This design comes from an exercise in tuning for small area, a short achievable clock period and few clock cycles per item on the open sky130 flow, not from production work.
Only simulation tests tie the RTL to the original design; equivalence was not proved.
Power is estimated from default activity; no workload was simulated.

**design/flow/design.v**
```verilog
package swmm_pkg;
  localparam logic KIND_PUSH  = 1'b0;
  localparam logic KIND_CLEAR = 1'b1;
  localparam logic [1:0] OP_PUSH  = 2'd0;
  localparam logic [1:0] OP_CLEAR = 2'd1;
  localparam logic [1:0] OP_CFG   = 2'd2;
endpackage
module swmm_ctrl (
  input  logic out_valid,
  input  logic out_ready,
  input  logic in_valid,
  output logic in_ready,
  input  logic cfg_valid,
  output logic cfg_ready,
  output logic adv,
  output logic in_take,
  output logic cfg_take
);
  always_comb begin
    adv       = !(out_valid && !out_ready);
    in_ready  = adv && !cfg_valid;
    cfg_ready = adv;
    in_take   = in_valid && in_ready;
    cfg_take  = cfg_valid && cfg_ready;
  end
endmodule
module swmm_datapath (
  input  logic               clk,
  input  logic               rst,
  input  logic               adv,
  input  logic               in_take,
  input  logic               cfg_take,
  input  logic               in_kind,
  input  logic signed [31:0] in_sample,
  input  logic        [6:0]  cfg_data,
  output logic               out_valid,
  output logic        [6:0]  out_count,
  output logic signed [37:0] out_sum,
  output logic signed [31:0] out_mean,
  output logic signed [31:0] out_min,
  output logic signed [31:0] out_max
);
  localparam int NST = 9;
  localparam logic [NST*8-1:0] CUM = {8'd16, 8'd16, 8'd14, 8'd12, 8'd10, 8'd8, 8'd6, 8'd4, 8'd2};
  function automatic logic [7:0] div4(input logic [5:0] r, input logic [1:0] b,
                                      input logic [6:0] d, input logic [7:0] d3);
    logic [7:0] t;
    logic [8:0] t1;
    logic [8:0] t2;
    logic [8:0] t3;
    t  = {r, b};
    t1 = {1'b0, t} - {2'b00, d};
    t2 = {1'b0, t} - {1'b0, d, 1'b0};
    t3 = {1'b0, t} - {1'b0, d3};
    if (!t3[8])      div4 = {2'd3, t3[5:0]};
    else if (!t2[8]) div4 = {2'd2, t2[5:0]};
    else if (!t1[8]) div4 = {2'd1, t1[5:0]};
    else             div4 = {2'd0, t[5:0]};
  endfunction
  function automatic logic lt32(input logic [31:0] a, input logic [31:0] b);
    logic [31:0] g;
    logic [31:0] l;
    logic [31:0] ua;
    logic [31:0] ub;
    ua = {~a[31], a[30:0]};
    ub = {~b[31], b[30:0]};
    g  = ua & ~ub;
    l  = ~ua & ub;
    for (int w = 16; w >= 1; w = w / 2) begin
      for (int i = 0; i < w; i++) begin
        g[i] = g[2*i+1] | (~l[2*i+1] & g[2*i]);
        l[i] = l[2*i+1] | (~g[2*i+1] & l[2*i]);
      end
    end
    lt32 = l[0];
  endfunction
  function automatic logic seg_src(input logic [5:0] l, input int j, input int c);
    logic hit;
    hit = 1'b1;
    for (int i = 0; i < 6; i++) begin
      if (i < j && i >= c && l[i]) hit = 1'b0;
    end
    if (c > 0 && !l[c-1]) hit = 1'b0;
    seg_src = hit;
  endfunction
  function automatic logic [37:0] add38(input logic [37:0] a, input logic [37:0] b, input logic ci);
    logic [37:0] g;
    logic [37:0] p;
    logic [37:0] h;
    g = a & b;
    p = a ^ b;
    h = p;
    g[0] = g[0] | (p[0] & ci);
    for (int l = 0; l < 6; l++) begin
      for (int i = 0; i < 38; i++) begin
        if (((i >> l) & 1) == 1) begin
          g[i] = g[i] | (p[i] & g[((i >> (l + 1)) << (l + 1)) + (1 << l) - 1]);
          p[i] = p[i] & p[((i >> (l + 1)) << (l + 1)) + (1 << l) - 1];
        end
      end
    end
    add38 = h ^ {g[36:0], ci};
  endfunction
  logic [31:0] r_x;
  assign r_x = in_sample;
  logic [31:0] mem [64];
  logic [63:0] fmin;
  logic [63:0] fmax;
  logic [6:0]  cnt;
  logic [7:0]  cnt3;       
  logic [5:0]  lm1;        
  logic [37:0] sum;
  logic        min_ev;     
  logic        max_ev;
  logic        b_v;        
  logic        do_push;
  logic        do_empty;
  logic        full;
  logic [63:0] lt;
  logic [63:0] gmin;
  logic [63:0] gmax;
  logic [31:0] din  [7];
  logic        gnin [7];
  logic        gxin [7];
  logic        fnin [7];
  logic        fxin [7];
  logic [63:0] fmin_n;
  logic [63:0] fmax_n;
  logic [5:0]  lm1_cfg;
  logic [37:0] add_x;
  logic [37:0] add_e;
  logic [37:0] cs_s;
  logic [37:0] cs_c;
  always_comb begin
    do_push  = in_take && (in_kind == swmm_pkg::KIND_PUSH);
    do_empty = cfg_take || (in_take && (in_kind == swmm_pkg::KIND_CLEAR));
    full     = (cnt == {1'b0, lm1} + 7'd1);
    for (int k = 0; k < 64; k++) begin
      lt[k]   = lt32(r_x, mem[k]);
      gmin[k] = fmin[k] && !lt[k];
      gmax[k] = fmax[k] && lt[k];
    end
    for (int j = 0; j < 7; j++) begin
      din[j]  = '0;
      gnin[j] = 1'b0;
      gxin[j] = 1'b0;
      fnin[j] = 1'b0;
      fxin[j] = 1'b0;
      for (int c = 0; c <= j; c++) begin
        if (seg_src(lm1, j, c)) begin
          din[j]  = din[j]  | mem[(1 << c) - 1];
          gnin[j] = gnin[j] | gmin[(1 << c) - 1];
          gxin[j] = gxin[j] | gmax[(1 << c) - 1];
          fnin[j] = fnin[j] | fmin[(1 << c) - 1];
          fxin[j] = fxin[j] | fmax[(1 << c) - 1];
        end
      end
    end
    fmin_n    = {gmin[62:0], 1'b1};
    fmax_n    = {gmax[62:0], 1'b1};
    for (int j = 0; j < 6; j++) begin
      fmin_n[1 << j] = lm1[j] && gnin[j];
      fmax_n[1 << j] = lm1[j] && gxin[j];
    end
    add_x = {{6{r_x[31]}}, r_x};
    add_e = ~(full ? {{6{din[6][31]}}, din[6]} : 38'd0);
    cs_s  = sum ^ add_x ^ add_e;
    cs_c  = {(sum[36:0] & add_x[36:0]) | (sum[36:0] & add_e[36:0]) | (add_x[36:0] & add_e[36:0]), 1'b1};
    if (cfg_data == 7'd0)       lm1_cfg = 6'd0;
    else if (cfg_data > 7'd64)  lm1_cfg = 6'd63;
    else                        lm1_cfg = cfg_data[5:0] - 6'd1;
  end
  always_ff @(posedge clk) begin
    if (do_push) begin
      mem[0] <= r_x;
      for (int k = 1; k < 64; k++) begin
        mem[k] <= mem[k-1];
      end
      for (int j = 0; j < 6; j++) begin
        mem[1 << j] <= din[j];
      end
    end
  end
  always_ff @(posedge clk) begin
    if (rst) begin
      fmin   <= '0;
      fmax   <= '0;
      cnt    <= '0;
      cnt3   <= '0;
      lm1    <= 6'd63;
      sum    <= '0;
      min_ev <= 1'b0;
      max_ev <= 1'b0;
    end else if (do_empty) begin
      fmin   <= '0;
      fmax   <= '0;
      cnt    <= '0;
      cnt3   <= '0;
      sum    <= '0;
      min_ev <= 1'b0;
      max_ev <= 1'b0;
      if (cfg_take) begin
        lm1 <= lm1_cfg;
      end
    end else if (do_push) begin
      fmin   <= fmin_n;
      fmax   <= fmax_n;
      cnt    <= full ? cnt : cnt + 7'd1;
      cnt3   <= full ? cnt3 : cnt3 + 8'd3;
      sum    <= add38(cs_s, cs_c, 1'b0);
      min_ev <= full && fnin[6];
      max_ev <= full && fxin[6];
    end
  end
  always_ff @(posedge clk) begin
    if (rst) begin
      b_v <= 1'b0;
    end else if (adv) begin
      b_v <= in_take;
    end
  end
  logic [63:0] sel;
  logic [63:0] sfx;
  logic [63:0] oh;
  logic [31:0] port;
  logic        only0_min;
  logic        only0_max;
  logic [31:0] minv;
  logic [31:0] maxv;
  logic [31:0] p_mn [NST];
  logic [31:0] p_mx [NST];
  always_comb begin
    sel = min_ev ? fmin : fmax;
    sfx = sel;
    for (int sh = 1; sh < 64; sh = sh * 2) begin
      sfx = sfx | (sfx >> sh);
    end
    oh   = sel & ~(sfx >> 1);
    port = '0;
    for (int k = 0; k < 64; k++) begin
      port = port | (oh[k] ? mem[k] : 32'd0);
    end
    only0_min = !(|fmin[63:1]);
    only0_max = !(|fmax[63:1]);
    if (cnt == 7'd0)     minv = '0;
    else if (min_ev)     minv = port;
    else if (only0_min)  minv = mem[0];
    else                 minv = p_mn[0];
    if (cnt == 7'd0)     maxv = '0;
    else if (max_ev)     maxv = port;
    else if (only0_max)  maxv = mem[0];
    else                 maxv = p_mx[0];
  end
  logic        p_v   [NST];
  logic [37:0] p_sum [NST];
  logic [6:0]  p_cnt [NST];
  logic [7:0]  p_d3  [NST];
  logic [5:0]  p_r   [NST];
  logic [31:0] p_q   [NST];
  logic        i_v   [NST];
  logic [37:0] i_sum [NST];
  logic [6:0]  i_cnt [NST];
  logic [7:0]  i_d3  [NST];
  logic [5:0]  i_r   [NST];
  logic [31:0] i_q   [NST];
  logic [31:0] i_mn  [NST];
  logic [31:0] i_mx  [NST];
  always_comb begin
    i_v[0]   = b_v;
    i_sum[0] = sum;
    i_cnt[0] = cnt;
    i_d3[0]  = cnt3;
    i_r[0]   = {1'b0, sum[36:32] ^ {5{sum[37]}}};
    i_q[0]   = '0;
    i_mn[0]  = minv;
    i_mx[0]  = maxv;
    for (int s = 1; s < NST; s++) begin
      i_v[s]   = p_v[s-1];
      i_sum[s] = p_sum[s-1];
      i_cnt[s] = p_cnt[s-1];
      i_d3[s]  = p_d3[s-1];
      i_r[s]   = p_r[s-1];
      i_q[s]   = p_q[s-1];
      i_mn[s]  = p_mn[s-1];
      i_mx[s]  = p_mx[s-1];
    end
  end
  for (genvar s = 0; s < NST; s++) begin : g_st
    localparam int C0 = (s == 0) ? 0 : CUM[((s == 0) ? 0 : s - 1)*8 +: 8];
    localparam int C1 = CUM[s*8 +: 8];
    logic [5:0]  r;
    logic [31:0] q;
    logic [31:0] dd;
    logic [7:0]  st;
    always_comb begin
      dd = i_sum[s][31:0] ^ {32{i_sum[s][37]}};
      r  = i_r[s];
      q  = i_q[s];
      for (int t = C0; t < C1; t++) begin
        st = div4(r, dd[31-2*t -: 2], i_cnt[s], i_d3[s]);
        r  = st[5:0];
        q  = {q[29:0], st[7:6]};
      end
      if (s == NST - 1) begin
        if (i_cnt[s] == 7'd0)                        q = '0;
        else if (!i_sum[s][37])                      q = q;
        else if ({1'b0, r} == i_cnt[s] - 7'd1)       q = ~q;
        else                                         q = ~q + 32'd1;
      end
    end
    always_ff @(posedge clk) begin
      if (rst) begin
        p_v[s] <= 1'b0;
      end else if (adv) begin
        p_v[s] <= i_v[s];
      end
    end
    always_ff @(posedge clk) begin
      if (adv && i_v[s]) begin
        p_sum[s] <= i_sum[s];
        p_cnt[s] <= i_cnt[s];
        p_d3[s]  <= i_d3[s];
        p_r[s]   <= r;
        p_q[s]   <= q;
        p_mn[s]  <= i_mn[s];
        p_mx[s]  <= i_mx[s];
      end
    end
  end
  always_comb begin
    out_valid = p_v[NST-1];
    out_count = p_cnt[NST-1];
    out_sum   = p_sum[NST-1];
    out_mean  = p_q[NST-1];
    out_min   = p_mn[NST-1];
    out_max   = p_mx[NST-1];
  end
endmodule
module sliding_window_min_max_mean_core #(
  parameter int MAX_WINDOW  = 64,
  parameter int SAMPLE_BITS = 32,
  parameter int ADDR_W      = $clog2(MAX_WINDOW),
  parameter int CNT_W       = $clog2(MAX_WINDOW + 1),
  parameter int SUM_W       = SAMPLE_BITS + ADDR_W
) (
  input  logic                          clk,
  input  logic                          rst,
  input  logic                          in_valid,
  output logic                          in_ready,
  input  logic                          in_kind,
  input  logic signed [SAMPLE_BITS-1:0] in_sample,
  input  logic                          cfg_valid,
  output logic                          cfg_ready,
  input  logic        [CNT_W-1:0]       cfg_data,
  output logic                          out_valid,
  input  logic                          out_ready,
  output logic        [CNT_W-1:0]       out_count,
  output logic signed [SUM_W-1:0]       out_sum,
  output logic signed [SAMPLE_BITS-1:0] out_mean,
  output logic signed [SAMPLE_BITS-1:0] out_min,
  output logic signed [SAMPLE_BITS-1:0] out_max
);
  logic adv;
  logic in_take;
  logic cfg_take;
  swmm_ctrl u_ctrl (
    .out_valid (out_valid),
    .out_ready (out_ready),
    .in_valid  (in_valid),
    .in_ready  (in_ready),
    .cfg_valid (cfg_valid),
    .cfg_ready (cfg_ready),
    .adv       (adv),
    .in_take   (in_take),
    .cfg_take  (cfg_take)
  );
  swmm_datapath u_datapath (
    .clk       (clk),
    .rst       (rst),
    .adv       (adv),
    .in_take   (in_take),
    .cfg_take  (cfg_take),
    .in_kind   (in_kind),
    .in_sample (in_sample),
    .cfg_data  (cfg_data),
    .out_valid (out_valid),
    .out_count (out_count),
    .out_sum   (out_sum),
    .out_mean  (out_mean),
    .out_min   (out_min),
    .out_max   (out_max)
  );
endmodule
```
**design/flow/run.sh**
```bash
#!/bin/bash
# synth_recipe.tcl (not shown) runs the flow's synth.tcl, then flattens the netlist and writes it again
# the make line also repeats each setting of config.mk as NAME=value (left out here)
make -C /OpenROAD-flow-scripts/flow DESIGN_CONFIG=/design/flow/config.mk WORK_HOME=/design/flow/orfs CLKGATE_MAP_FILE= SYNTH_SCRIPT=/design/flow/synth_recipe.tcl finish
```
**design/flow/config.mk**
```make
export PLATFORM = sky130hd
export DESIGN_NAME = sliding_window_min_max_mean_core
export DESIGN_NICKNAME = sliding_window_min_max_mean_core
export VERILOG_FILES = /design/flow/design.v
export SDC_FILE = /design/flow/constraint.sdc
export NUM_CORES = 4
export LEC_CHECK = 0
export CAP_MARGIN = 20
export CORE_MARGIN = 2
export CORE_UTILIZATION = 40
export PLACE_DENSITY = 0.6
export SETUP_SLACK_MARGIN = 1.0
export SLEW_MARGIN = 20
```
**design/flow/constraint.sdc**
```tcl
create_clock -name core_clock -period 6.0 [get_ports {clk}]
set_input_delay 1.2000 -clock core_clock [delete_from_list [all_inputs] [get_ports {clk}]]
set_output_delay 1.2000 -clock core_clock [all_outputs]
set_load 0.01 [all_outputs]
```
==> flow_summary.ini, run 1 <==
[run_status]
status = timing/DRC/antenna clean

[global_routing]
track_usage = 0.314
grt_start_max_net_pins = 151
grt-ovfl-total = 0
grt_pass1_vias = 129000
grt_first_pass_wirelength_mm = 1020
antenna_found_initial = 49

[placed_design]
dp_hpwl_mm = 570
dp_slack_ns = -0.425
gp_congestion = 1.03
numPortBuffers = 188
post-place-cells = 21100

[worst_setup_path]
crit_end = u_datapath.sum[34]
timing.rr.start = u_datapath.lm1[0]
critPathCaptureType = register
reg2reg_slack_ns = 0.47
crit_start = u_datapath.lm1[0]
worstRegToRegCells = 25
cpPeakStageDelay_ns = 0.55
r2r-end = u_datapath.sum[34]
critPathMostFrequentCell = a21o_1
critPathLaunchType = register
critPathMaxFanout = 4
cp_data_required_time_ns = 6.86
critical_path_class = reg2reg
cp.arrival_ns = 6.38
slowest_stage = fa_1

[drt]
top_layer = met4
antenna_left = 0
finalWirelength_mm = 748
viasPerCell = 6.27
routedWlPerCell_um = 34.1
drt_iter0_drc = 20200
drc_errors = 0
wl_met3_mm = 88.9
routedLengthMet1_mm = 289
vias = 138000
drtPass1Iterations = 10
wl_met2_mm = 316

[sta]
setup_ws_ns = 0.474
fmax_mhz = 181
hold_viol_final = 0
relSlewSlack = 0.0825
tightestPinTransition_ns = 1.36
period_share = 0.921
setup_viol = 0
rsz0062_at_grt = true
clock_skew_ns = 0.0537
min_period_ns = 5.53
finalMaxSlewViolations = 0

[synth]
seq_area_frac_synth = 0.570
post-synth-top-area-cell = edfxtp_1
synth_fp_nets = 15400
yosys.cell_count.top_type = edfxtp_1
ys_ff_latch = 3507
synth_ff_type = edfxtp_1
synth_top_area_frac = 0.548
syn_area_per_cell_um2 = 12.2
synth_cell_types = 105
synth_cells = 14900
syn_area_mm2 = 0.181
synth-edff-count = 3309
synthTopCellsByArea = edfxtp_1, maj3_1, ha_1
synthArstFlopShare = 0
netlist_top_cells_count = edfxtp_1, maj3_1, nand2_1, o21ai_0, inv_1
synth_warnings = 31

[floorplan]
rows = 247
core_mm2 = 0.452
io_pins = 189
die_w_um = 677
die_y_um = 677
start_util = 0.401
die-area_mm2 = 0.459

[min_path]
hold_path.class = reg2reg

[clock_tree]
htreeDepth = 5
cts_tree = yes
clock_latency_ns = 1.00
numCtsBuffers = 387
cts.sinks = 3507
cts-hold-fix-buffers = 0
clk_pin_slew_worst_paths_ns = 0.06
cts_max_path_buffers = 4
cts-root-buf = clkbuf_16

[finish]
area_growth_pct = 16.7
fin_cells = 21900
drive_gt1_frac = 0.140
final_net_count = 16200

[run]
maxCapViolations = 0

[power_and_ir_drop]
finalPower_w = 0.0587
irDropWorstVdd_uv = 224
powerDensity_mw_per_mm2 = 277
p_leak_nw = 71.5
[routing by layer]
metal  up-vias  global-route usage
li1      58700                   -
met2      8256               0.460
met4         0               0.189
met3      1500              0.0891
met1     69100               0.413
met5         -                   0
[state kept, by name (all words and copies together) (netlist names), 38 cells and up]
register          count
u_datapath.mem     2048
u_datapath.p_r       48
u_datapath.p_cnt     63
u_datapath.sum       38
u_datapath.fmin      64
u_datapath.p_q      176
u_datapath.p_mn     288
u_datapath.fmax      63
u_datapath.p_d3      56
u_datapath.p_sum    342
u_datapath.p_mx     288
[stage by stage]
stage | hold WS (ns) | area, µm² | util | TNS [ns]
floorplan | 0.400 | 181000 | - | -3139.55
global placement | 0.400 | 195000 | 0.433 | -3.88
detailed placement | 0.405 | 195000 | 0.433 | -2.76
CTS | 0.399 | 209000 | 0.464 | 0
global route | 0.415 | 212000 | 0.468 | 0
finish | 0.402 | 212000 | 0.468 | 0
[how the worst min path moves through the flow]
stage / startpoint / end / slack (ns) / cells after the start
5_1_grt: u_datapath.p_q[3][15] / u_datapath.p_q[4][19] / 0.42 / 0
2_1_floorplan: u_datapath.p_mn[0][0] / u_datapath.p_mn[1][0] / 0.40 / 0
4_1_cts: u_datapath.p_mn[6][28] / u_datapath.p_mn[7][28] / 0.40 / 0
3_3_place_gp: u_datapath.p_mn[5][29] / u_datapath.p_mn[6][29] / 0.40 / 0
3_5_place_dp: u_datapath.p_mn[0][10] / u_datapath.p_mn[1][10] / 0.40 / 0
6_report: u_datapath.p_mn[6][28] / u_datapath.p_mn[7][28] / 0.40 / 0
[kinds of logic after synthesis]
kind of cell / after synthesis / synth area share
xor gates and xnor gates: 271 / 0.0131
and+or+nand+nor: 3725 / 0.106
AOI/OAI and AO/OA: 3593 / 0.139
muxes: 213 / 0.0124
DFF: 3507 / 0.570
adders and majority gates: 2118 / 0.127
buffers and inverters: 1490 / 0.0318
[critical path: cells and delay by family, from the launching register on]
family,cells,cell delay (ns)
AND/OR/NAND/NOR,4,0.36
multiplexers,1,0.21
adder cells (fa/ha/maj),3,1.13
buffers and inverters,6,0.74
flip-flops,1,0.40
XOR/XNOR,1,0.13
AO/OA/AOI/OAI,10,2.43
[power by group]
| part | total (W) | internal (W) | switching (W) |
|---|---|---|---|
| logic | 0.00642 | 0.00241 | 0.00401 |
| clock network | 0.0245 | 0.0141 | 0.0104 |
| registers | 0.0277 | 0.0271 | 0.000607 |
| total | 0.0587 | 0.0436 | 0.0150 |
[cells in the final DEF, fill, tap and decap left out, types with 125 or more instances in the layout]
master	instances
a21o_1	170
a21oi_1	604
a221oi_1	219
a222oi_1	176
a22o_1	125
a22oi_1	456
buf_4	803
clkbuf_16	394
clkdlybuf4s50_1	163
dfxtp_1	185
edfxtp_1	3309
ha_1	351
inv_1	619
maj3_1	1626
nand2_1	940
nand2b_1	617
nand3_1	248
nand4_1	125
nor2_1	549
nor2b_1	612
nor3_1	165
o21ai_0	595
xnor2_1	169
[repair_timing]
action                     CTS  global route
setup endpoints to repair  157           143
resized for setup          255           360
hold endpoints to repair     0             0
setup buffers               50            73
pin swaps                   60           164
[final cells by class]
class                   count  area, µm²
clock buffers             485      10300
well taps                5976       7480
repair buffers           1137      10500
multi-input cells        9920      74900
flip-flops and latches   3507     103000
clock inverters           225       2380
diodes                     18       45.0
inverters                 677       2630
fillers                 40900     240000
Testbench counts, summed over its fixed seeds: cycles 12,944, items 12,800.
==> inputs of run 2 (changes only) <==
--- a/design/flow/design.v
+++ b/design/flow/design.v
@@ -43,3 +43,3 @@
   localparam int NST = 9;
-  localparam logic [NST*8-1:0] CUM = {8'd16, 8'd16, 8'd14, 8'd12, 8'd10, 8'd8, 8'd6, 8'd4, 8'd2};
+  localparam logic [NST*8-1:0] CUM = {8'd16, 8'd15, 8'd13, 8'd11, 8'd9, 8'd7, 8'd5, 8'd3, 8'd1};
   function automatic logic [7:0] div4(input logic [5:0] r, input logic [1:0] b,
@@ -54,6 +54,6 @@
     t3 = {1'b0, t} - {1'b0, d3};
-    if (!t3[8])      div4 = {2'd3, t3[5:0]};
-    else if (!t2[8]) div4 = {2'd2, t2[5:0]};
-    else if (!t1[8]) div4 = {2'd1, t1[5:0]};
-    else             div4 = {2'd0, t[5:0]};
+    div4 = ({8{!t3[8]}}           & {2'd3, t3[5:0]})
+         | ({8{!t2[8] &&  t3[8]}} & {2'd2, t2[5:0]})
+         | ({8{!t1[8] &&  t2[8]}} & {2'd1, t1[5:0]})
+         | ({8{ t1[8]}}           & {2'd0, t[5:0]});
   endfunction
@@ -117,3 +117,5 @@
   logic        do_empty;
-  logic        full;
+  logic        full;       
+  logic [31:0] e_r;        
+  logic [31:0] e_next;
   logic [63:0] lt;
@@ -136,3 +138,10 @@
     do_empty = cfg_take || (in_take && (in_kind == swmm_pkg::KIND_CLEAR));
-    full     = (cnt == {1'b0, lm1} + 7'd1);
+    if (lm1 == 6'd0)      e_next = r_x;
+    else if (lm1 == 6'd1) e_next = mem[0];
+    else begin
+      e_next = '0;
+      for (int j = 1; j < 6; j++) begin
+        if ((lm1 >> (j + 1)) == 6'd0 && lm1[j]) e_next = mem[(2 << j) - 2];
+      end
+    end
     for (int k = 0; k < 64; k++) begin
@@ -165,3 +174,3 @@
     add_x = {{6{r_x[31]}}, r_x};
-    add_e = ~(full ? {{6{din[6][31]}}, din[6]} : 38'd0);
+    add_e = ~(full ? {{6{e_r[31]}}, e_r} : 38'd0);
     cs_s  = sum ^ add_x ^ add_e;
@@ -174,2 +183,3 @@
     if (do_push) begin
+      e_r    <= e_next;
       mem[0] <= r_x;
@@ -189,2 +199,3 @@
       cnt3   <= '0;
+      full   <= 1'b0;
       lm1    <= 6'd63;
@@ -198,2 +209,3 @@
       cnt3   <= '0;
+      full   <= 1'b0;
       sum    <= '0;
@@ -209,2 +221,3 @@
       cnt3   <= full ? cnt3 : cnt3 + 8'd3;
+      full   <= full || (cnt == {1'b0, lm1});
       sum    <= add38(cs_s, cs_c, 1'b0);
@@ -232,8 +245,9 @@
   always_comb begin
-    sel = min_ev ? fmin : fmax;
-    sfx = sel;
+    sfx = fmin;
+    sel = fmax;
     for (int sh = 1; sh < 64; sh = sh * 2) begin
       sfx = sfx | (sfx >> sh);
+      sel = sel | (sel >> sh);
     end
-    oh   = sel & ~(sfx >> 1);
+    oh   = min_ev ? (fmin & ~(sfx >> 1)) : (fmax & ~(sel >> 1));
     port = '0;
@@ -269,3 +283,3 @@
     i_v[0]   = b_v;
-    i_sum[0] = sum;
+    i_sum[0] = {sum[37], sum[36:0] ^ {37{sum[37]}}};
     i_cnt[0] = cnt;
@@ -295,3 +309,3 @@
     always_comb begin
-      dd = i_sum[s][31:0] ^ {32{i_sum[s][37]}};
+      dd = i_sum[s][31:0];
       r  = i_r[s];
@@ -332,3 +346,3 @@
     out_count = p_cnt[NST-1];
-    out_sum   = p_sum[NST-1];
+    out_sum   = {p_sum[NST-1][37], p_sum[NST-1][36:0] ^ {37{p_sum[NST-1][37]}}};
     out_mean  = p_q[NST-1];
--- a/design/flow/config.mk
+++ b/design/flow/config.mk
@@ -10,4 +10,5 @@
 export CORE_UTILIZATION = 40
+export CTS_BUF_LIST = sky130_fd_sc_hd__clkbuf_8
 export PLACE_DENSITY = 0.6
-export SETUP_SLACK_MARGIN = 1.0
+export SETUP_SLACK_MARGIN = 1.6
 export SLEW_MARGIN = 20
==> run 2 against run 1 <==
Still clean. Sequential share of layout area hardly changed. Worst setup slack improved by 0.69 ns. Clock power down 11%. Register-to-register slack improved by 0.69 ns. Clock skew up 0.086 ns. Total power is 5.6% lower. Core utilization increased by 0.27 points. Die area barely moved. Largest cell class unchanged. Largest power group unchanged.
==> flow_summary.ini, run 2 <==
[placed_design]
post-place-cells = 21500
gp_congestion = 1.08
numPortBuffers = 188
dp_hpwl_mm = 621

[clock_tree]
cts.sinks = 3532
clk_pin_slew_worst_paths_ns = 0.06
clock_latency_ns = 1.38
cts-root-buf = clkbuf_8
cts_max_path_buffers = 4
numCtsBuffers = 619
htreeDepth = 6
cts-hold-fix-buffers = 0
cts_tree = yes

[finish]
area_growth_pct = 17.4
drive_gt1_frac = 0.156
layout_commonest_cell = edfxtp_1
largestRegisters = u_datapath.mem (2048), u_datapath.p_sum (342)
utilization = 0.471
fin_cells = 23100
final_cell_mix = edfxtp_1, inv_1, nand2_1
largest_reg_flops = 2048
final_net_count = 17000
regMostFlops = u_datapath.mem

[power_and_ir_drop]
irDropWorstVdd_uv = 245
powerDensity_mw_per_mm2 = 260
finalPower_w = 0.0554
p_leak_nw = 75.6

[sta]
relSlewSlack = 0.101
tightestPinTransition_ns = 1.33
finalMaxSlewViolations = 0
rsz0062_at_grt = true
fin_setup_tns_ns = 0
min_period_ns = 4.83
fmax_mhz = 207
period_share = 0.806
setup_viol = 0
hold_viol_final = 0
clock_skew_ns = 0.139
hold_ws_ns = 0.374

[global_routing]
grt_first_pass_wirelength_mm = 1120
grt_start_max_net_pins = 127
grt_pass1_vias = 138000
grt-ovfl-total = 0
antenna_found_initial = 99
track_usage = 0.349

[synth]
post-synth-top-area-cell = edfxtp_1
seq_area_frac_synth = 0.574
ys_ff_latch = 3532
synthArstFlopShare = 0
synth-edff-count = 3333
synth_fp_nets = 16000
yosys.cell_count.top_type = edfxtp_1
synthSimpleGateAreaFrac = 0.0997
synth_top_area_frac = 0.552
synthMuxAreaShare = 0.00421
synth_compound_area_frac = 0.175
synth_cell_types = 105
netlist_top_cells_count = edfxtp_1, inv_1, nand2_1, maj3_1, nor2_1
synthTopCellsByArea = edfxtp_1, maj3_1, ha_1
synthAdderAreaFrac = 0.0915
synth_ff_type = edfxtp_1
syn_area_per_cell_um2 = 11.8
synth_warnings = 31
syn_area_mm2 = 0.181
synth_xor_area_frac = 0.0153
synth_top_family_by_area = compound AO/OA/AOI/OAI gates
synth_cells = 15400

[drt]
vias = 151000
viasPerCell = 6.55
antenna_left = 0
drtPass1Iterations = 12
routedWlPerCell_um = 36.3
drc_errors = 0
drt_iter0_drc = 24900
finalWirelength_mm = 837

[worst_setup_path]
critPathMaxFanout = 6
critPathCaptureType = register
timing.rr.start = u_datapath.p_sum[6][4]
cp.arrival_ns = 5.86
critical_path_class = reg2reg
cp_data_required_time_ns = 7.02
critPathLaunchType = register
crit_start = u_datapath.p_sum[6][4]

[run_status]
status = timing/DRC/antenna clean

[floorplan]
die_w_um = 677
start_util = 0.401
die-area_mm2 = 0.459
core_mm2 = 0.452
die_y_um = 677
rows = 247
io_pins = 189

[min_path]
hold_path.class = in2reg
hp-start = in_sample[18]

[run]
maxCapViolations = 0
-- run 2: layer usage --
layer | vias to the layer above | track usage | routed length, µm
li1 | 62000 | - | -
met1 | 74500 | 0.435 | 300000
met2 | 11700 | 0.500 | 343000
met3 | 2820 | 0.122 | 116000
met4 | 56 | 0.255 | 76800
met5 | - | 0.00406 | 377
-- run 2: metrics by stage --
stage	instance area [µm²]	setup slack [ns]
floorplan	181000	-1.58
global placement	195000	-0.00126
detailed placement	195000	0.123
CTS	211000	1.38
global route	213000	0.985
finish	213000	1.17
-- run 2: path summary, 6_finish.rpt --
path / end / slack (ns) / cells after the start
hold / removal: u_datapath.mem[0][18] / 0.37 / 1
setup / recovery: u_datapath.p_r[7][4] / 1.17 / 23
setup reg to reg: u_datapath.p_r[7][4] / 1.17 / 23
hold reg to reg: u_datapath.p_sum[3][22] / 0.38 / 0
-- run 2: layout make-up --
cell class	instances	area (µm²)
diodes	75	188
clock buffers	659	9070
clock inverters	453	2500
fillers	41000	239000
inverters	1028	3970
multi-input cells	9996	73000
flip-flops and latches	3532	104000
well taps	5976	7480
repair buffers	1338	12600
-- run 2: cells by family (layout without fill, tap and decap cells) --
family	Yosys count	in the layout
XOR/XNOR	317	317
multiplexers	69	69
AND/OR/NAND/NOR	3646	3646
flip-flops	3532	3532
buffers and inverters	1910	3478
adder cells (fa/ha/maj)	1467	1467
AO/OA/AOI/OAI	4496	4497
other	0	75
-- run 2: power by group --
| part | switching, W | internal [W] | leakage, nW |
|---|---|---|---|
| clock | 0.0110 | 0.0108 | 6.70 |
| sequential | 0.000691 | 0.0273 | 32.1 |
| combinational | 0.00370 | 0.00193 | 36.8 |
| total | 0.0154 | 0.0400 | 75.6 |
-- run 2: critical path, cell delays in order, from the launching register on --
cell and delay, ns:
edfxtp_1 0.44, inv_2 0.13, ha_4 0.15, inv_4 0.04
fa_2 0.35, a21o_1 0.21, a21o_1 0.17, a21o_1 0.16
a21o_1 0.18, a21o_1 0.18, a21o_4 0.23, a222oi_1 0.37
o31ai_2 0.18, buf_4 0.18, buf_6 0.11, ha_4 0.23
a21oi_2 0.14, nor2b_1 0.08, o21ai_1 0.14, nand2b_1 0.09
a211oi_2 0.25, buf_4 0.21, nor4_4 0.06, a211o_1 0.29
-- run 2: timing repair --
item / in CTS / in global routing
resized for setup: 464 / 249
endpoints found under the hold margin: 0 / 0
endpoints found under the setup margin: 195 / 172
cloned: 8 / 4
buffers inserted: 236 / 120
pin swaps: 249 / 169
Testbench counts of run 2, summed over its fixed seeds: cycles 12,944, items 12,800.
==> inputs of run 3 (changes only) <==
--- a/design/flow/config.mk
+++ b/design/flow/config.mk
@@ -12,3 +12,3 @@
 export PLACE_DENSITY = 0.6
-export SETUP_SLACK_MARGIN = 1.6
+export SETUP_SLACK_MARGIN = 1.3
 export SLEW_MARGIN = 20
==> run 3 against run 2 <==
Critical path depth shrank 10. Worst setup slack lost 0.12 ns. Still clean. Largest cell class unchanged. Count of clock-buffer cells in the layout is the same. Non-clock buffer count shrank 107. Critical endpoint is now u_datapath.p_mx[0][18]. Final area shrank 0.89%. Combinational power shrank 2%. Global-route usage shrank 0.11 points. First-iteration DRC count grew 0.16%. Sequential share of layout area grew 0.43 points. Final cell count shrank 0.45%.
==> flow_summary.ini, run 3 <==
[synth]
synth_cell_types = 105
netlist_top_cells_count = edfxtp_1, inv_1, nand2_1, maj3_1, nor2_1
synth-edff-count = 3333
post-synth-top-area-cell = edfxtp_1
seq_area_frac_synth = 0.574
ys_ff_latch = 3532
synthTopCellsByArea = edfxtp_1, maj3_1, ha_1
syn_area_per_cell_um2 = 11.8
synth_ff_type = edfxtp_1
yosys.cell_count.top_type = edfxtp_1
synth_cells = 15400
synth_warnings = 31
synth_fp_nets = 16000
syn_area_mm2 = 0.181
synthArstFlopShare = 0
synth_top_area_frac = 0.552

[placed_design]
numPortBuffers = 188
gp_congestion = 1.08
dp_hpwl_mm = 621

[finish]
largestRegisters = u_datapath.mem (2048), u_datapath.p_sum (342)
fill_cells = 41100
layout_commonest_cell = edfxtp_1
area_growth_pct = 16.4
largest_reg_flops = 2048
drive_gt1_frac = 0.144
register_area_mm2 = 0.104
multiInputGateArea_mm2 = 0.0724
regMostFlops = u_datapath.mem
final_net_count = 16900
final_cell_mix = edfxtp_1, inv_1, nand2_1

[clock_tree]
numCtsBuffers = 619
cts-hold-fix-buffers = 0
clock_latency_ns = 1.41
clk_pin_slew_worst_paths_ns = 0.06
cts_tree = yes
cts-root-buf = clkbuf_8
cts_max_path_buffers = 4
cts.sinks = 3532
htreeDepth = 6

[sta]
period_share = 0.825
relSlewSlack = 0.108
hold_viol_final = 0
fin_setup_tns_ns = 0
clock_skew_ns = 0.131
fmax_mhz = 202
hold_ws_ns = 0.345
finalMaxSlewViolations = 0
setup_viol = 0
tightestPinTransition_ns = 1.32
rsz0062_at_grt = true
min_period_ns = 4.95

[drt]
vias = 151000
viasPerCell = 6.56
drc_errors = 0
antenna_left = 0
drt_iter0_drc = 24900
routedWlPerCell_um = 36.3
finalWirelength_mm = 834
drtPass1Iterations = 11

[run]
maxCapViolations = 0

[worst_setup_path]
cp_data_required_time_ns = 7.01
cp.arrival_ns = 5.96
critPathLaunchType = register
timing.rr.start = u_datapath.fmax[53]
crit_start = u_datapath.fmax[53]
reg2reg_slack_ns = 1.05
critPathMaxFanout = 15
critPathCaptureType = register
critical_path_class = reg2reg

[floorplan]
start_util = 0.401
rows = 247
die_y_um = 677
core_mm2 = 0.452
die-area_mm2 = 0.459
die_w_um = 677
io_pins = 189

[global_routing]
grt_start_max_net_pins = 127
antenna_found_initial = 91
grt_pass1_vias = 137000
track_usage = 0.348
grt_first_pass_wirelength_mm = 1120
grt-ovfl-total = 0

[power_and_ir_drop]
finalPower_w = 0.0553
powerDensity_mw_per_mm2 = 262
p_leak_nw = 74.8
irDropWorstVdd_uv = 242

[min_path]
hold_path.class = in2reg
hp-start = in_sample[18]

[run_status]
status = timing/DRC/antenna clean
## run 3: through the flow
stage,cells,instance area [µm²],util,worst slack [ns]
after floorplan,15400,181000,-,-1.58
after detailed placement,21500,195000,0.432,0.123
after global placement,21500,195000,0.432,-0.00126
after global routing,22900,211000,0.467,0.928
after CTS,22800,209000,0.462,1.28
final,23000,211000,0.467,1.05
## run 3: cell type report
cell class | instances | area share
timing repair buffer | 1231 | 0.0541
multi-input combinational | 9995 | 0.343
tap | 5976 | 0.0354
clock buffer | 659 | 0.0430
sequential | 3532 | 0.493
inverter | 1028 | 0.0187
antenna | 80 | 0.000948
clock inverter | 453 | 0.0118
## run 3: metal layers
metal | GRT usage | wire length, µm
met1 | 0.434 | 302000
met2 | 0.499 | 345000
met3 | 0.123 | 114000
met4 | 0.250 | 72900
met5 | 0.00135 | 253
## run 3: kinds of logic (layout without fill, tap and decap cells)
family                   count (synthesis)  after routing  synth area share
multiplexers                            69             69           0.00421
AO/OA/AOI/OAI                         4496           4496             0.175
XOR/XNOR                               317            317            0.0153
buffers and inverters                 1910           3371            0.0409
flip-flops                            3532           3532             0.574
other                                    0             80                 0
adder cells (fa/ha/maj)               1467           1467            0.0915
AND/OR/NAND/NOR                       3646           3646            0.0997
## run 3: critical path, cell delays in order (launching register included)
cell and delay [ns]:
dfxtp_1 0.44, nor3_1 0.15, and4_1 0.31, buf_4 0.18, and4_2 0.29, and4b_1 0.24
a41o_2 0.48, buf_4 0.31, a22o_1 0.25, nor4_2 1.06, nand4_1 0.31, nor2_1 0.19
and4_4 0.31, a211oi_1 0.10
## run 3: worst paths after layout
path,to,cells past startpoint
max,u_datapath.p_mx[0][18],13
min,u_datapath.mem[0][18],1
max reg2reg,u_datapath.p_mx[0][18],13
min reg2reg,u_datapath.p_sum[3][22],0
## run 3: timing repair
| item | 4_1_cts | 5_1_grt |
|---|---|---|
| resized for setup | 221 | 277 |
| setup buffers | 142 | 109 |
| gates cloned | 7 | 1 |
| endpoints found under the setup margin | 175 | 148 |
| pin swaps | 89 | 215 |
## run 3: power by group
part,internal [W],total (W),switching [W]
Combinational,0.00189,0.00555,0.00366
Clock,0.0108,0.0218,0.0110
Sequential,0.0273,0.0280,0.000694
Total,0.0400,0.0553,0.0153
==> inputs of run 4 (changes only) <==
--- a/design/flow/design.v
+++ b/design/flow/design.v
@@ -42,6 +42,8 @@
 );
-  localparam int NST = 9;
-  localparam logic [NST*8-1:0] CUM = {8'd16, 8'd15, 8'd13, 8'd11, 8'd9, 8'd7, 8'd5, 8'd3, 8'd1};
-  function automatic logic [7:0] div4(input logic [5:0] r, input logic [1:0] b,
-                                      input logic [6:0] d, input logic [7:0] d3);
+  localparam int NST = 11;
+  function automatic int SDE(input int k);
+    SDE = (k % 2 == 0) ? 3 * (k / 2) + 1 : 3 * ((k + 1) / 2);
+  endfunction
+  function automatic logic [10:0] cmp4(input logic [5:0] r, input logic [1:0] b,
+                                       input logic [6:0] d, input logic [7:0] d3);
     logic [7:0] t;
@@ -54,6 +56,12 @@
     t3 = {1'b0, t} - {1'b0, d3};
-    div4 = ({8{!t3[8]}}           & {2'd3, t3[5:0]})
-         | ({8{!t2[8] &&  t3[8]}} & {2'd2, t2[5:0]})
-         | ({8{!t1[8] &&  t2[8]}} & {2'd1, t1[5:0]})
-         | ({8{ t1[8]}}           & {2'd0, t[5:0]});
+    cmp4 = {t, !t3[8], !t2[8], !t1[8]};
+  endfunction
+  function automatic logic [7:0] sel4(input logic [10:0] c, input logic [6:0] d,
+                                      input logic [7:0] d3);
+    logic [5:0] t;
+    t = c[8:3];
+    sel4 = ({8{c[2]}}          & {2'd3, t - d3[5:0]})
+         | ({8{c[1] && !c[2]}} & {2'd2, t - {d[4:0], 1'b0}})
+         | ({8{c[0] && !c[1]}} & {2'd1, t - d[5:0]})
+         | ({8{!c[0]}}         & {2'd0, t});
   endfunction
@@ -271,3 +279,3 @@
   logic [7:0]  p_d3  [NST];
-  logic [5:0]  p_r   [NST];
+  logic [10:0] p_r   [NST];
   logic [31:0] p_q   [NST];
@@ -277,3 +285,3 @@
   logic [7:0]  i_d3  [NST];
-  logic [5:0]  i_r   [NST];
+  logic [10:0] i_r   [NST];
   logic [31:0] i_q   [NST];
@@ -286,3 +294,3 @@
     i_d3[0]  = cnt3;
-    i_r[0]   = {1'b0, sum[36:32] ^ {5{sum[37]}}};
+    i_r[0]   = {5'd0, 1'b0, sum[36:32] ^ {5{sum[37]}}};
     i_q[0]   = '0;
@@ -302,5 +310,6 @@
   for (genvar s = 0; s < NST; s++) begin : g_st
-    localparam int C0 = (s == 0) ? 0 : CUM[((s == 0) ? 0 : s - 1)*8 +: 8];
-    localparam int C1 = CUM[s*8 +: 8];
-    logic [5:0]  r;
+    localparam int  SD0  = (s == 0) ? 0 : SDE(s - 1);
+    localparam bit  PIN  = (s % 2 == 1);
+    localparam bit  POUT = (s % 2 == 0) && (s != NST - 1);
+    logic [10:0] r;
     logic [31:0] q;
@@ -308,2 +317,3 @@
     logic [7:0]  st;
+    logic [10:0] cm;
     always_comb begin
@@ -312,7 +322,14 @@
       q  = i_q[s];
-      for (int t = C0; t < C1; t++) begin
-        st = div4(r, dd[31-2*t -: 2], i_cnt[s], i_d3[s]);
-        r  = st[5:0];
+      if (PIN) begin
+        st = sel4(r, i_cnt[s], i_d3[s]);
+        r  = {5'd0, st[5:0]};
         q  = {q[29:0], st[7:6]};
       end
+      cm = cmp4(r[5:0], dd[31-2*(SD0+PIN) -: 2], i_cnt[s], i_d3[s]);
+      st = sel4(cm, i_cnt[s], i_d3[s]);
+      r  = {5'd0, st[5:0]};
+      q  = {q[29:0], st[7:6]};
+      if (POUT) begin
+        r = cmp4(r[5:0], dd[31-2*(SD0+1) -: 2], i_cnt[s], i_d3[s]);
+      end
       if (s == NST - 1) begin
@@ -320,3 +337,3 @@
         else if (!i_sum[s][37])                      q = q;
-        else if ({1'b0, r} == i_cnt[s] - 7'd1)       q = ~q;
+        else if ({1'b0, r[5:0]} == i_cnt[s] - 7'd1)  q = ~q;
         else                                         q = ~q + 32'd1;
--- a/design/flow/config.mk
+++ b/design/flow/config.mk
@@ -12,3 +12,3 @@
 export PLACE_DENSITY = 0.6
-export SETUP_SLACK_MARGIN = 1.3
+export SETUP_SLACK_MARGIN = 1.6
 export SLEW_MARGIN = 20
==> run 4 against run 3 <==
Synthesized cell count down 1.4%. Total power up 4.6%. Clock skew down 0.0081 ns. Final area up 2.7%. Fmax up 8.3%. Clock power up 5%. Via count down 6.5%. Largest cell class unchanged.
==> flow_summary.ini, run 4 <==
[synth]
synthTopCellsByArea = edfxtp_1, maj3_1, ha_1
synthArstFlopShare = 0
syn_area_mm2 = 0.187
synth_warnings = 31
yosys.cell_count.top_type = edfxtp_1
synth_ff_type = edfxtp_1
synth_cell_types = 92
ys_ff_latch = 3817
synth-edff-count = 3616
synth_fp_nets = 15800
netlist_top_cells_count = edfxtp_1, maj3_1, inv_1, nand2_1, a21oi_1
syn_area_per_cell_um2 = 12.3
synth_top_area_frac = 0.580
post-synth-top-area-cell = edfxtp_1
seq_area_frac_synth = 0.601
synth_cells = 15200

[placed_design]
post-place-cells = 21400
dp_hpwl_mm = 532
numPortBuffers = 188
gp_congestion = 1.01

[clock_tree]
cts_tree = yes
clock_latency_ns = 1.32
htreeDepth = 6
cts-root-buf = clkbuf_8
cts-hold-fix-buffers = 0
clk_pin_slew_worst_paths_ns = 0.06
cts.sinks = 3817
numCtsBuffers = 657
cts_max_path_buffers = 4

[worst_setup_path]
critPathCaptureType = register
cp_data_required_time_ns = 6.90
critPathLaunchType = register
critical_path_class = reg2reg
cp.arrival_ns = 5.48
worstRegToRegCells = 16
critPathMaxFanout = 8

[drt]
wl_met2_mm = 307
finalWirelength_mm = 723
routedLengthMet1_mm = 284
drt_iter0_drc = 20300
drtPass1Iterations = 9
viasPerCell = 6.17
top_layer = met5
vias = 141000
routedWlPerCell_um = 31.7
antenna_left = 0
drc_errors = 0
wl_met3_mm = 78.6

[finish]
largest_reg_flops = 2048
layout_commonest_cell = edfxtp_1
area_growth_pct = 15.8
drive_gt1_frac = 0.135
fin_cells = 22800
largestRegisters = u_datapath.mem (2048), u_datapath.p_sum (416)
final_cell_mix = edfxtp_1, inv_1, maj3_1
regMostFlops = u_datapath.mem
final_net_count = 16600

[global_routing]
grt-ovfl-total = 0
grt_start_max_net_pins = 125
grt_pass1_vias = 132000
track_usage = 0.294
grt_first_pass_wirelength_mm = 994
antenna_found_initial = 41

[power_and_ir_drop]
irDropWorstVdd_uv = 195
intPower_w = 0.0426
seqPwrFrac = 0.520
p_sw_frac = 0.263
powerDensity_mw_per_mm2 = 267
p_switching_w = 0.0152
pwr-share-comb = 0.086
p_leak_nw = 76.2
pwr-share-clk = 0.394

[floorplan]
die_w_um = 688
die-area_mm2 = 0.474
core_mm2 = 0.467
die_y_um = 688
start_util = 0.401
io_pins = 189
rows = 251

[sta]
setup_viol = 0
period_share = 0.762
hold_viol_final = 0
min_period_ns = 4.57
fin_setup_tns_ns = 0
rsz0062_at_grt = true
clock_skew_ns = 0.123
relSlewSlack = 0.0969
fmax_mhz = 219
finalMaxSlewViolations = 0
hold_ws_ns = 0.379
tightestPinTransition_ns = 1.34

[run]
maxCapViolations = 0

[min_path]
whs_path_depth = 1
hold_path.class = in2reg

[run_status]
status = timing/DRC/antenna clean
-- run 4: cell count changes after synthesis, sizes merged, moves of 55 or more --
cell / delta
edfxtp: +283
a22oi: +134
maj3: +110
nor2: -102
buf: -90
a222oi: -73
o21ai: +70
nand3: -65
nor2b: -63
ha: +55
nor3: -55
-- run 4: final timing paths --
check	startpoint	to	slack, ns
setup / recovery	u_datapath.min_ev	u_datapath.p_mn[0][12]	1.43
hold / removal	in_sample[27]	u_datapath.mem[0][27]	0.38
setup reg to reg	u_datapath.min_ev	u_datapath.p_mn[0][12]	1.43
hold reg to reg	u_datapath.p_sum[5][14]	u_datapath.p_sum[6][14]	0.39
-- run 4: cell type report --
cell class	instances	area (µm²)
Antenna cell	17	42.5
Clock buffer	693	9540
Clock inverter	491	2670
Fill cell	42400	250000
Inverter	1046	4020
Multi-Input combinational cell	9553	70600
Sequential cell	3817	113000
Tap cell	6198	7750
Timing Repair Buffer	986	9580
-- run 4: timing repair --
item / CTS / global route
gates cloned: 4 / 5
setup endpoints to repair: 182 / 148
pin swaps: 66 / 174
setup buffers: 63 / 103
endpoints found under the hold margin: 0 / 0
resized for setup: 199 / 364
-- run 4: worst max-delay path, stage by stage (launching register included) --
cell      delay [ns]
dfxtp_4         0.36
buf_12          0.15
nor2b_4         0.15
a32o_4          0.38
buf_6           0.15
buf_12          0.14
a222oi_1        0.27
nand2_1         0.10
a221o_1         0.29
a221oi_2        0.28
nand4_1         0.27
a211oi_2        0.39
and3_4          0.26
nand4_1         0.34
nor3_2          0.31
buf_4           0.21
a211oi_1        0.09
-- run 4: metrics by stage --
step	power, W	setup WS (ns)	area [µm²]	utilization
3_3_place_gp	0.0352	0.0181	200000	0.429
2_1_floorplan	0.0332	-1.30	187000	-
3_5_place_dp	0.0353	0.0732	200000	0.429
5_1_grt	0.0596	1.45	217000	0.465
4_1_cts	0.0580	1.44	214000	0.459
6_report	0.0578	1.43	217000	0.465
-- run 4: kinds of logic (layout without fill, tap and decap cells) --
logic type      count (synthesis)  after routing  share of synthesized area
compound gates               4293           4297                      0.159
flops                        3817           3817                      0.601
other cells                     0             17                          0
simple gates                 3193           3193                     0.0832
xor+xnor                      341            341                     0.0159
mux                            90             90                    0.00538
buf+inv                      1856           3216                     0.0375
fa+ha+maj                    1632           1632                     0.0981
-- run 4: power by group through the flow --
stage	Sequential [W]	Combinational (W)	Clock, W
2_1_floorplan	0.0304	0.00282	0
3_3_place_gp	0.0305	0.00468	0
3_5_place_dp	0.0305	0.00472	0
4_1_cts	0.0300	0.00479	0.0232
5_1_grt	0.0301	0.00526	0.0243
6_report	0.0300	0.00498	0.0228
-- run 4: routing by layer --
layer | up-vias | GRT usage
li1 | 60600 | -
met3 | 1561 | 0.0748
met4 | 22 | 0.178
met2 | 8293 | 0.432
met5 | - | 0
met1 | 70300 | 0.390
Testbench counts of run 4, summed over its fixed seeds: cycles 12,960, items 12,800.

==> re-timing with driven ports <==
In the flow no input, the clock included, has a driving cell. The finished layouts below were timed again as built, in two steps. Step 1: set_driving_cell puts a clkbuf_16 on clk and a buf_2 on each other input, an assumption about the parent block. Step 2 also shifts input and output timing later by t, the mid clock arrival at the registers, as if the neighbouring blocks saw the same clock. Slacks: ideal / step 1 / step 2; pairs: ideal / step 1.
run	shift t [ns]	setup WS [ns]	slew at the worst register clock pin (ns)	worst slew at a driven data input, ns
run 1	1.080	0.474 / 0.474 / 0.063	0.07 / 0.07	0.22
run 2	1.424	1.165 / 1.165 / 0.109	0.08 / 0.08	0.23
run 3	1.441	1.049 / 1.049 / 0.110	0.09 / 0.09	0.25
run 4	1.365	1.427 / 1.427 / 0.420	0.08 / 0.08	0.21
After both steps every run listed still meets setup and hold. For run 2, which loses most, drivers alone change the setup slack by 0.000 ns; drivers and shift together by -1.056 ns.
